This design comes from an exercise in tuning for small area and a short achievable clock period on the open sky130 flow, not from production work.
Only simulation tests tie the RTL to the original design; equivalence was not proved.
No activity file was given, so power comes from the tool's default toggle rates.

// out_layer_top
module out_layer_top (
	input  logic                                  clk,
	input  logic                                  rst_n_i,
	input  logic [out_layer_pkg::CYC_W-1:0]       cycle_index_i,   
	input  logic                                  cycle_clk_i,     
	input  logic [2*out_layer_pkg::LANES*out_layer_pkg::FIX_WIDTH-1:0] fwd_i,  
	input  logic [out_layer_pkg::LANES-1:0]       ans_i,           
	output logic [out_layer_pkg::LANES*out_layer_pkg::FIX_WIDTH-1:0] del_o,  
	output logic [out_layer_pkg::LANES-1:0]       ans_o            
);
	localparam int FW = out_layer_pkg::FIX_WIDTH;
	localparam int LW = out_layer_pkg::LANES_W;
	logic                              blk_ok;     
	logic                              ans_ok;     
	logic [out_layer_pkg::LANES-1:0]   ans_dly;    
	logic [LW-1:0]                     del_calc;   
	delta_bank_ctrl i_delta_bank_ctrl (
		.clk           (clk),
		.rst_n_i       (rst_n_i),
  ...
Settings: LEC_CHECK=0, CAP_MARGIN=20, CORE_MARGIN=2, CORE_UTILIZATION=75, CTS_CLUSTER_DIAMETER=80, CTS_CLUSTER_SIZE=30, PLACE_DENSITY=0.85, SLEW_MARGIN=20, TNS_END_PERCENT=0; clock period 10.0 ns.
standard.sh (not shown) runs the stock make flow with config.mk's settings and CLKGATE_MAP_FILE= SYNTH_SCRIPT=/design/flow/synth_recipe.tcl, a recipe that flattens the netlist after the stock synthesis.
==> flow/flow/run.sh <==
#!/bin/bash
# Standard ORFS layout (the standard.sh) with these changes to how it is made:
#  - synthesis skips the generic "abc -fast" pass inside yosys synth (SYNTH_ARGS=-noabc), so the
#    full adders written in the RTL reach extract_fa as written; the registers (names, count
#    and cell types) are the same as the standard synthesis gives;
#  - port buffers are buf_2 cells instead of the resizer's default pick (a delay cell);
#  - repair_timing aims for more setup slack than the 10 ns clock needs, so the layout is
#    pushed towards the shortest period it can reach. Constraints and period are unchanged.
set -euo pipefail
bash standard.sh \
  SYNTH_ARGS=-noabc \
  'BUFFER_PORTS_ARGS=-buffer_cell sky130_fd_sc_hd__buf_2' \
  SETUP_SLACK_MARGIN=7.3 \
  finish > orfs_make.log 2>&1
The first run finished clean.
Change:
--- a/flow/flow/run.sh
+++ b/flow/flow/run.sh
@@ -5,3 +5,3 @@
 #    and cell types) are the same as the standard synthesis gives;
-#  - port buffers are buf_2 cells instead of the resizer's default pick (a delay cell);
+#  - port buffers are buf_1 cells instead of the resizer's default pick (a delay cell);
 #  - repair_timing aims for more setup slack than the 10 ns clock needs, so the layout is
@@ -11,4 +11,4 @@
   SYNTH_ARGS=-noabc \
-  'BUFFER_PORTS_ARGS=-buffer_cell sky130_fd_sc_hd__buf_2' \
-  SETUP_SLACK_MARGIN=7.3 \
+  'BUFFER_PORTS_ARGS=-buffer_cell sky130_fd_sc_hd__buf_1' \
+  SETUP_SLACK_MARGIN=7 \
   finish > orfs_make.log 2>&1
CORE_UTILIZATION = 80   (was 75)
PLACE_DENSITY = 0.9   (was 0.85)
Effect: Sequential share of layout area grows by 0.55 points; utilization grows by 4.0 points; die area shrinks by 6.1%.


out_layer_top again, from the RTL that the note above started with.
==> flow/config.mk <==
export PLATFORM = sky130hd
export DESIGN_NAME = out_layer_top
export DESIGN_NICKNAME = out_layer_top
export VERILOG_FILES = /design/flow/design.v
export SDC_FILE = /design/flow/constraint.sdc
export NUM_CORES = 4
export LEC_CHECK = 0
export CAP_MARGIN = 20
export CORE_MARGIN = 2
export CORE_UTILIZATION = 75
export CTS_CLUSTER_DIAMETER = 80
export CTS_CLUSTER_SIZE = 30
export PLACE_DENSITY = 0.85
export SLEW_MARGIN = 20
export TNS_END_PERCENT = 0
==> flow/constraint.sdc <==
create_clock -name core_clock -period 10.0 [get_ports {clk}]
set_input_delay 2.0000 -clock core_clock [delete_from_list [all_inputs] [get_ports {clk}]]
set_output_delay 2.0000 -clock core_clock [all_outputs]
set_load 0.01 [all_outputs]
==> flow/flow/run.sh <==
#!/bin/bash
# Standard ORFS layout (the standard.sh) with these changes to how it is made:
#  - synthesis skips the generic "abc -fast" pass inside yosys synth (SYNTH_ARGS=-noabc), so the
#    full adders written in the RTL reach extract_fa as written; the registers (names, count
#    and cell types) are the same as the standard synthesis gives;
#  - port buffers are buf_2 cells instead of the resizer's default pick (a delay cell);
#  - repair_timing aims for more setup slack than the 10 ns clock needs, so the layout is
#    pushed towards the shortest period it can reach. Constraints and period are unchanged.
set -euo pipefail
bash standard.sh \
  SYNTH_ARGS=-noabc \
  'BUFFER_PORTS_ARGS=-buffer_cell sky130_fd_sc_hd__buf_2' \
  SETUP_SLACK_MARGIN=7 \
  finish > orfs_make.log 2>&1
Next try:
==> flow/flow/run.sh (replaced) <==
#!/bin/bash
# Standard ORFS layout (the standard.sh) with these changes to how it is made:
#  - synthesis skips the generic "abc -fast" pass inside yosys synth (SYNTH_ARGS=-noabc), so the
#    full adders written in the RTL reach extract_fa as written; the registers (names, count
#    and cell types) are the same as the standard synthesis gives;
#  - port buffers are buf_1 cells instead of the resizer's default pick (a delay cell);
#  - repair_timing aims for more setup slack than the 10 ns clock needs, so the layout is
#    pushed towards the shortest period it can reach. Constraints and period are unchanged.
set -euo pipefail
bash standard.sh \
  SYNTH_ARGS=-noabc \
  'BUFFER_PORTS_ARGS=-buffer_cell sky130_fd_sc_hd__buf_1' \
  SETUP_SLACK_MARGIN=7 \
  finish > orfs_make.log 2>&1
After rerunning:
- total power increases by 0.97%
- worst setup slack loses 0.061 ns
- utilization increases by 0.72 points
- sequential cell count is unchanged
- first-iteration DRC count increases by 17%
- routed wire length increases by 3.4%
- area after synthesis does not change
- non-clock buffer count increases by 62
- die area is unchanged
- clock-buffer cell count decreases by 1
- clock skew is about the same


Setup of run A:
Another version of the RTL of out_layer_top (not shown whole).
clock: 10.0 ns
lec_check: 0
cap_margin: 20
core_margin: 2
core_utilization: 65
place_density: 0.75
slew_margin: 20
==> flow/flow/run.sh <==
#!/bin/bash
# Standard ORFS layout with two changes to how it is made:
#  - port buffers are buf_2 cells instead of the resizer's default pick (a delay cell);
#  - repair_timing aims for more setup slack than the 10 ns clock needs, so the layout is
#    pushed towards the shortest period it can reach. Constraints and period are unchanged.
set -euo pipefail
bash standard.sh \
  'BUFFER_PORTS_ARGS=-buffer_cell sky130_fd_sc_hd__buf_2' \
  SETUP_SLACK_MARGIN=7 \
  finish > orfs_make.log 2>&1
Run A did not stop at any stage, and its layout met the timing, DRC and antenna checks.
### run A -> run B
-- flow/flow/run.sh --
<<< run A, line 2
# Standard ORFS layout with two changes to how it is made:
>>> run B, line 2
# Standard ORFS layout (the standard.sh) with these changes to how it is made:
#  - synthesis skips the generic "abc -fast" pass inside yosys synth (SYNTH_ARGS=-noabc), so the
#    full adders written in the RTL reach extract_fa as written; the registers (names, count
#    and cell types) are the same as the standard synthesis gives;
<<< run A, line 8
>>> run B, line 11
  SYNTH_ARGS=-noabc \
## What came out
- Run A finished every stage and its layout cleared the timing, DRC and antenna checks.
- Run B went all the way through the flow, and no timing, DRC or antenna check failed.
- In the tables for run A and run B, longest individual stage delay on the worst path reads lower with run B.
- Number of nets produced by synthesis sits lower in run B than in run A.
- The synthesized cell count of run B falls short of that of run A by 275.
- Diff run A and run B: global-route wire length before repair higher in run A
- Diff run A -> run B: total clock buffers created by CTS shows a reduction of 2; via count shows a reduction of 807.
- Diff run A and run B: minimum clock period after layout lower in run A
- NOTE: share of the cycle needed by the critical path after routing in run B exceeds that of run A
- Side by side, layout overhead on the synthesized area turned out lower in run B than in run A.
- Higher final RePlAce weighted congestion was reported by run B, not run A.
- Run B — area of the mapped netlist about 1.8% lower, run A as reference


out_layer_top, a different RTL version from the one above (not shown whole).
Size: roughly 730 flip-flops, about 210 I/O pins, roughly 41000 sq um of cells after synthesis.
==> flow/design.v (excerpt) <==
module out_layer_top (
	input  logic                                  clk,
	input  logic                                  rst_n_i,
	input  logic [out_layer_pkg::CYC_W-1:0]       cycle_index_i,   
	input  logic                                  cycle_clk_i,     
	input  logic [2*out_layer_pkg::LANES*out_layer_pkg::FIX_WIDTH-1:0] fwd_i,  
	input  logic [out_layer_pkg::LANES-1:0]       ans_i,           
	output logic [out_layer_pkg::LANES*out_layer_pkg::FIX_WIDTH-1:0] del_o,  
	output logic [out_layer_pkg::LANES-1:0]       ans_o            
);
==> flow/config.mk <==
export PLATFORM = sky130hd
export DESIGN_NAME = out_layer_top
export DESIGN_NICKNAME = out_layer_top
export VERILOG_FILES = /design/flow/design.v
export SDC_FILE = /design/flow/constraint.sdc
export NUM_CORES = 4
export LEC_CHECK = 0
export CAP_MARGIN = 20
export CORE_MARGIN = 2
export CORE_UTILIZATION = 75
export CTS_CLUSTER_DIAMETER = 80
export CTS_CLUSTER_SIZE = 30
export PLACE_DENSITY = 0.85
export SLEW_MARGIN = 20
export TNS_END_PERCENT = 0
==> flow/constraint.sdc <==
create_clock -name core_clock -period 10.0 [get_ports {clk}]
set_input_delay 2.0000 -clock core_clock [delete_from_list [all_inputs] [get_ports {clk}]]
set_output_delay 2.0000 -clock core_clock [all_outputs]
set_load 0.01 [all_outputs]
==> flow/flow/run.sh <==
#!/bin/bash
# Standard ORFS layout (the standard.sh) with these changes to how it is made:
#  - synthesis skips the generic "abc -fast" pass inside yosys synth (SYNTH_ARGS=-noabc), so the
#    full adders written in the RTL reach extract_fa as written; the registers (names, count
#    and cell types) are the same as the standard synthesis gives;
#  - port buffers are buf_2 cells instead of the resizer's default pick (a delay cell);
#  - repair_timing aims for more setup slack than the 10 ns clock needs, so the layout is
#    pushed towards the shortest period it can reach. Constraints and period are unchanged.
set -euo pipefail
bash standard.sh \
  SYNTH_ARGS=-noabc \
  'BUFFER_PORTS_ARGS=-buffer_cell sky130_fd_sc_hd__buf_2' \
  SETUP_SLACK_MARGIN=7 \
  finish > orfs_make.log 2>&1
The first run went through all stages and came out clean.
Next try:
--- a/flow/flow/run.sh
+++ b/flow/flow/run.sh
@@ -13 +13 @@
-  SETUP_SLACK_MARGIN=7 \
+  SETUP_SLACK_MARGIN=6.85 \
TNS_END_PERCENT = not set   (was 0)
=> Wire length barely changes; die area is unchanged; final area came out lower by 0.91%; setup slack loses 0.038 ns; fmax came out lower by 1.2%.

## static timing again, ports no longer ideal
In the flow no input, the clock included, has a driving cell. The finished layouts below were timed again as built, in two steps.
Step 1 assumes that a clkbuf_16 drives the clock port and a buf_2 every other input.
Step 2 moves the port delays by t, midway between the first and last clock arrival at a register: inputs arrive t later, outputs are due t later. That takes back most of the time a late clock gives input paths.
Slacks: no drivers / after step 1 / after step 2; pairs: no drivers / after step 1.
run | t, ns | setup WS [ns] | pins driven straight from the clock port
the first run of note 1 | 0.693 | 6.843 / 6.780 / 6.367 | 1
the second run of note 1 | 0.681 | 6.780 / 6.771 / 6.406 | 1
the first run of note 2 | 0.678 | 6.866 / 6.802 / 6.478 | 1
the second run of note 2 | 0.677 | 6.805 / 6.805 / 6.447 | 1
run A | 0.673 | 6.761 / 6.761 / 6.584 | 1
run B | 0.671 | 6.727 / 6.727 / 6.547 | 1
the first run of note 4 | 0.647 | 6.891 / 6.828 / 6.568 | 1
the second run of note 4 | 0.685 | 6.853 / 6.792 / 6.407 | 1
After both steps setup and hold are still met in every run listed. The setup slack of the first run of note 1, which loses most, moves by -0.063 ns with the drivers and by -0.476 ns with both steps.
